Source: an optimization exercise on an open RTL-to-GDS flow (aim: small area and a short achievable clock period). Production flows keep margins and buffers that such runs may drop. In this exercise RTL edits were held to simulation tests only and were not proved equivalent to the original.

==> run a <==
// md5_core
module md5_core (
	input  logic              clk,
	input  logic              rstb,
	input  logic              word_valid_i,
	input  md5_pkg::word_t    word_i,
	output logic              digest_valid_o,
	output md5_pkg::digest_t  digest_o
);
==> module md5_block_loader, before the edit <==
module md5_block_loader (
	input  logic            clk,
	input  logic            rstb,
	input  logic            word_valid_i,
	input  md5_pkg::word_t  word_i,
	output logic            ld_o,       
	output logic            go_o,       
	output md5_pkg::block_t blk_o,      
	output md5_pkg::word_t  nb_o,       
	output md5_pkg::word_t  b_o,
	output md5_pkg::word_t  c_o,
	output md5_pkg::word_t  d_o
);
	logic            valid_q;
	md5_pkg::word_t  word_q;
	md5_pkg::widx_t  cnt;               
	md5_pkg::word_t  ld_q [0:14];
	md5_pkg::word_t  b_q, c_q, d_q, x_q;
	md5_pkg::word_t  nb;
	logic [1:0]      rsel;              
	logic            first;             
	always_ff @(posedge clk or negedge rstb) begin
		if (!rstb) begin
			valid_q <= 1'b0;
			cnt     <= '0;
			first   <= 1'b1;
			go_o    <= 1'b0;
		end else begin
			valid_q <= word_valid_i;
			go_o    <= ld_o;
			if (valid_q) begin
				cnt   <= cnt + 1'b1;
				first <= (cnt == 4'd15);
			end
		end
	end
	always_ff @(posedge clk)
		rsel <= ld_o ? 2'd3 : (valid_q ? cnt[1:0] : cnt[1:0] - 1'b1);
	always_ff @(posedge clk)
		word_q <= word_i;
	always_ff @(posedge clk) begin
		if (valid_q) begin
			for (int k = 0; k < 14; k++)
				ld_q[k] <= ld_q[k+1];
			ld_q[14] <= word_q;
		end
	end
	assign ld_o  = valid_q && (cnt == 4'd15);
	assign nb   = b_q + md5_pkg::rot4(2'd0, rsel,
		md5_pkg::md5_func(2'd0, b_q, c_q, d_q) + x_q);
	always_ff @(posedge clk) begin
		if (valid_q) begin
			if (first) begin
				b_q <= md5_pkg::IV_B;
				c_q <= md5_pkg::IV_C;
				d_q <= md5_pkg::IV_D;
			end else begin
				b_q <= nb;
				c_q <= b_q;
				d_q <= c_q;
			end
			x_q <= (first ? md5_pkg::IV_A : d_q) + word_q +
				md5_pkg::t_const({2'd0, cnt});
		end
	end
	for (genvar w = 0; w < 15; w++) begin : g_blk
		assign blk_o[32*w +: 32] = ld_q[w];
	end
	assign blk_o[511:480] = word_q;
	assign nb_o = nb;
	assign b_o  = b_q;
	assign c_o  = c_q;
	assign d_o  = d_q;
endmodule
==> module md5_round, before the edit <==
module md5_round #(
	parameter int ROUND_IDX = 1
) (
	input  logic            clk,
	input  logic            rstb,
	input  logic            ld_i,       
	input  logic            go_i,       
	input  md5_pkg::block_t blk_i,
	input  md5_pkg::word_t  nb_i,
	input  md5_pkg::word_t  b_i,
	input  md5_pkg::word_t  c_i,
	input  md5_pkg::word_t  d_i,
	output logic            ld_o,
	output logic            go_o,
	output md5_pkg::block_t blk_o,
	output md5_pkg::word_t  nb_o,
	output md5_pkg::word_t  b_o,
	output md5_pkg::word_t  c_o,
	output md5_pkg::word_t  d_o
);
	localparam int ROT      = (ROUND_IDX == 1) ? 5 : (ROUND_IDX == 2) ? 3 : 7;
	localparam int LOAD_SRC = (ROUND_IDX == 1) ? 1 : (ROUND_IDX == 2) ? 9 : 14;
	logic            active;
	md5_pkg::widx_t  cnt;
	md5_pkg::word_t  ring_q [0:15];
	md5_pkg::word_t  b_q, c_q, d_q, x_q;
	md5_pkg::word_t  nb, badd;
	logic [1:0]      rsel;
	always_ff @(posedge clk or negedge rstb) begin
		if (!rstb) begin
			active <= 1'b0;
			go_o   <= 1'b0;
		end else begin
			go_o <= ld_o;
			if (ld_i)
				active <= 1'b1;
			else if (cnt == 4'd15)
				active <= 1'b0;
		end
	end
	always_ff @(posedge clk) begin
		cnt  <= ld_i ? 4'd0 : cnt + 1'b1;
		rsel <= ld_i ? 2'd3 : cnt[1:0];
	end
	assign ld_o = active && (cnt == 4'd15);
	always_ff @(posedge clk) begin
		for (int q = 0; q < 16; q++) begin
			if (ld_i)
				ring_q[q] <= blk_i[32*((q + LOAD_SRC) % 16) +: 32];
			else
				ring_q[q] <= ring_q[(q + ROT) % 16];
		end
	end
	generate
		if (ROUND_IDX == 3) begin : g_iv
			assign badd = go_o ? b_q + md5_pkg::IV_B : b_q;
		end else begin : g_noiv
			assign badd = b_q;
		end
	endgenerate
	assign nb = badd + md5_pkg::rot4(2'(ROUND_IDX), rsel,
		md5_pkg::md5_func(2'(ROUND_IDX), b_q, c_q, d_q) + x_q);
	always_ff @(posedge clk) begin
		if (go_i) begin
			b_q <= nb_i;
			c_q <= b_i;
			d_q <= c_i;
		end else begin
			b_q <= nb;
			c_q <= b_q;
			d_q <= c_q;
		end
		x_q <= (go_i ? d_i : d_q) + ring_q[0] +
			md5_pkg::t_const(md5_pkg::step_t'(ROUND_IDX * 16) + md5_pkg::step_t'(cnt));
	end
	for (genvar q = 0; q < 16; q++) begin : g_blk
		assign blk_o[32*q +: 32] = ring_q[q];
	end
	assign nb_o = nb;
	assign b_o  = b_q;
	assign c_o  = c_q;
	assign d_o  = d_q;
endmodule
export LEC_CHECK = 0
export ABC_AREA = 1
export CAP_MARGIN = 20
export CORE_MARGIN = 2
export CORE_UTILIZATION = 40
export SLEW_MARGIN = 20
create_clock -name core_clock -period 11.0 [get_ports {clk}]
standard.sh (not shown) runs the stock make flow with config.mk's settings and CLKGATE_MAP_FILE= SYNTH_SCRIPT=/design/flow/synth_recipe.tcl, a recipe that flattens the netlist after the stock synthesis.
==> flow/flow/run.sh <==
#!/bin/bash
# The standard layout, except that synthesis leaves the adders to ABC
# instead of mapping them onto the library's full- and half-adder cells
# (ADDER_MAP_FILE empty). Registers come out exactly as in the standard
# synthesis; only the combinational mapping differs. Timing repair
# aims 7 ns below the period, so it keeps working past zero slack.
set -euo pipefail
bash standard.sh ADDER_MAP_FILE= SETUP_SLACK_MARGIN=7 finish > make_standard.log 2>&1
==> inputs of run b, as changes to run a <==
--- a/flow/config.mk
+++ b/flow/config.mk
@@ -10,3 +10,6 @@
 export CORE_MARGIN = 2
 export CORE_UTILIZATION = 40
+export CTS_CLUSTER_DIAMETER = 120
+export CTS_CLUSTER_SIZE = 24
 export SLEW_MARGIN = 20
+export TNS_END_PERCENT = 0
==> inputs of run c, as changes to run a <==
--- a/flow/design.v
+++ b/flow/design.v
@@ -197,24 +197,19 @@
 	md5_pkg::word_t  b_q, c_q, d_q, x_q;
 	md5_pkg::word_t  nb;
-	logic [1:0]      rsel;              
-	logic            first;             
+	logic [1:0]      rsel;
+	logic            first;
 	always_ff @(posedge clk or negedge rstb) begin
 		if (!rstb) begin
 			valid_q <= 1'b0;
 			cnt     <= '0;
-			first   <= 1'b1;
 			go_o    <= 1'b0;
 		end else begin
 			valid_q <= word_valid_i;
 			go_o    <= ld_o;
-			if (valid_q) begin
-				cnt   <= cnt + 1'b1;
-				first <= (cnt == 4'd15);
-			end
+			if (valid_q)
+				cnt <= cnt + 1'b1;
 		end
 	end
 	always_ff @(posedge clk)
-		rsel <= ld_o ? 2'd3 : (valid_q ? cnt[1:0] : cnt[1:0] - 1'b1);
-	always_ff @(posedge clk)
 		word_q <= word_i;
 	always_ff @(posedge clk) begin
@@ -226,4 +221,6 @@
 	end
 	assign ld_o  = valid_q && (cnt == 4'd15);
+	assign first = (cnt == 4'd0);
+	assign rsel = go_o ? 2'd3 : 2'(cnt - 1'b1);
 	assign nb   = b_q + md5_pkg::rot4(2'd0, rsel,
 		md5_pkg::md5_func(2'd0, b_q, c_q, d_q) + x_q);
@@ -293,8 +290,6 @@
 		end
 	end
-	always_ff @(posedge clk) begin
-		cnt  <= ld_i ? 4'd0 : cnt + 1'b1;
-		rsel <= ld_i ? 2'd3 : cnt[1:0];
-	end
+	always_ff @(posedge clk)
+		cnt <= ld_i ? 4'd0 : cnt + 1'b1;
 	assign ld_o = active && (cnt == 4'd15);
 	always_ff @(posedge clk) begin
@@ -306,4 +301,5 @@
 		end
 	end
+	assign rsel = 2'(cnt - 1'b1);
 	generate
 		if (ROUND_IDX == 3) begin : g_iv
==> flow/run.sh (new file) <==
#!/bin/bash
# synth_recipe.tcl (not shown) runs the flow's synth.tcl, then flattens the netlist and writes it again
# the make line also repeats each setting of config.mk as NAME=value (left out here)
make -C /OpenROAD-flow-scripts/flow DESIGN_CONFIG=/design/flow/config.mk WORK_HOME=/design/flow/orfs CLKGATE_MAP_FILE= SYNTH_SCRIPT=/design/flow/synth_recipe.tcl finish
--- a/flow/config.mk
+++ b/flow/config.mk
@@ -6,5 +6,4 @@
 export NUM_CORES = 4
 export LEC_CHECK = 0
-export ABC_AREA = 1
 export CAP_MARGIN = 20
 export CORE_MARGIN = 2
removed: flow/flow/run.sh
removed: flow/standard.sh
==> inputs of run d, as changes to run a <==
==> flow/flow/run.sh (replaced) <==
#!/bin/bash
# The standard layout, with three changes to how it is made:
# - synthesis leaves the adders to ABC instead of mapping them onto the
#   library's full- and half-adder cells (ADDER_MAP_FILE empty); registers
#   come out exactly as in the standard synthesis;
# - timing repair aims 7.3 ns below the period, so it keeps working past
#   zero slack;
# - every port still gets its own buffer, a buf_4.
set -euo pipefail
bash standard.sh ADDER_MAP_FILE= SETUP_SLACK_MARGIN=7.3 \
	"BUFFER_PORTS_ARGS=-buffer_cell sky130_fd_sc_hd__buf_4" finish > make_standard.log 2>&1
--- a/flow/config.mk
+++ b/flow/config.mk
@@ -10,3 +10,6 @@
 export CORE_MARGIN = 2
 export CORE_UTILIZATION = 40
+export CTS_CLUSTER_DIAMETER = 100
+export CTS_CLUSTER_SIZE = 20
 export SLEW_MARGIN = 20
+export TNS_END_PERCENT = 0
==> reports/results.ini <==
[place]
gp_congestion = 0.990
dp_hpwl_um = 263000

[routing]
wl_met3_um = 23200
vias = 85800

[timing]
setup_slack_ps = 3720

[synthesis]
ys_seq_area_share_pct = 52.4
yosys-top-cells-count = nand2_1, dfxtp_1, edfxtp_1
yosysTopAreaCellShare_pct = 36.3

[status]
outcome = no timing/DRC/antenna violations

[floorplanning]
coreArea_mm2 = 0.287

[finish]
multi_input_area_share_pct = 39.7
inverters = 307

[setup_path]
worst-path-stages = 25
crit_fanout = 6

[end of results for run c]
==> reports/results.ini <==
[status]
outcome = no timing/DRC/antenna violations

[synthesis]
ys_seq_area_share_pct = 48.8
yosysTopAreaCellShare_pct = 33.8

[timing]
setup_slack_ps = 7040

[finish]
inverters = 1739
multi_input_area_share_pct = 42.4

[floorplanning]
coreArea_mm2 = 0.309

[setup_path]
crit_fanout = 4

[routing]
wl_met3_um = 38700
vias = 113000

[place]
gp_congestion = 1.08

[end of results for run d]
==> reports/results.ini <==
[status]
outcome = no timing/DRC/antenna violations

[clock_network]
cts_hold_buffers = 0

[synthesis]
yosysTopAreaCellShare_pct = 33.8
synth_warnings = 17
yosys-top-cells-count = nand2_1, dfxtp_1, inv_1
ys_seq_area_share_pct = 48.8

[place]
gp_congestion = 1.05
dp_hpwl_um = 386000

[floorplanning]
coreArea_mm2 = 0.309

[timing]
post-route-min-period_ps = 4190

[finish]
inverters = 1738
clk_share_pct = 3.12
drive_gt1_share_pct = 8.92

[setup_path]
reg2regPathDepth = 20
slowest_delay_ps = 600
crit_fanout = 15
cpMostUsedCell = nand2_1

[hold_path]
hp-class = flop to flop

[routing]
vias = 113000

[end of results for run b]
==> reports/results.ini <==
[finish]
utilization_pct = 48.3
multi_input_area_share_pct = 41.1
inverters = 1738

[routing]
wl_met3_um = 34100
vias = 115000

[place]
dp_slack_ps = 5950
gp_congestion = 1.04
dp_hpwl_um = 388000

[status]
outcome = no timing/DRC/antenna violations

[timing]
finalHoldViolCount = 0
fin_crit_sh_pct = 36.0
setup_slack_ps = 7040

[setup_path]
crit_fanout = 4

[floorplanning]
coreArea_mm2 = 0.309

[synthesis]
yosys-top-cells-count = nand2_1, dfxtp_1, inv_1
yosysTopAreaCellShare_pct = 33.8
ys_seq_area_share_pct = 48.8

[end of results for run a]

what the ideal ports hide:
The results above use ideal ports. As a check the final layouts listed here were re-extracted and re-timed, cells and wires unchanged.
Step 1 assumes that a clkbuf_16 drives the clock port and a buf_2 every other input.
Step 2, shift: input delay + t, output delay - t, t = (earliest + latest rising clock arrival at the registers) / 2. This alone moves slack from input paths to output paths.
Slacks: ideal ports / drivers / drivers and shift; pairs: ideal ports / drivers.
| run | t (ns) | setup WS [ns] | worst setup path at the end | worst slew at a driven data input, ns | cell pins on the clock port's net |
|---|---|---|---|---|---|
| run a | 1.018 | 7.038 / 6.937 / 7.038 | register to register | 0.23 | 1 |
| run b | 0.978 | 6.812 / 6.739 / 6.812 | register to register | 0.10 | 1 |
| run c | 0.985 | 3.722 / 3.722 / 3.722 | register to register | 0.12 | 1 |
| run d | 0.990 | 7.043 / 7.043 / 7.043 | register to register | 0.09 | 1 |
After both steps every run listed still meets setup and hold.
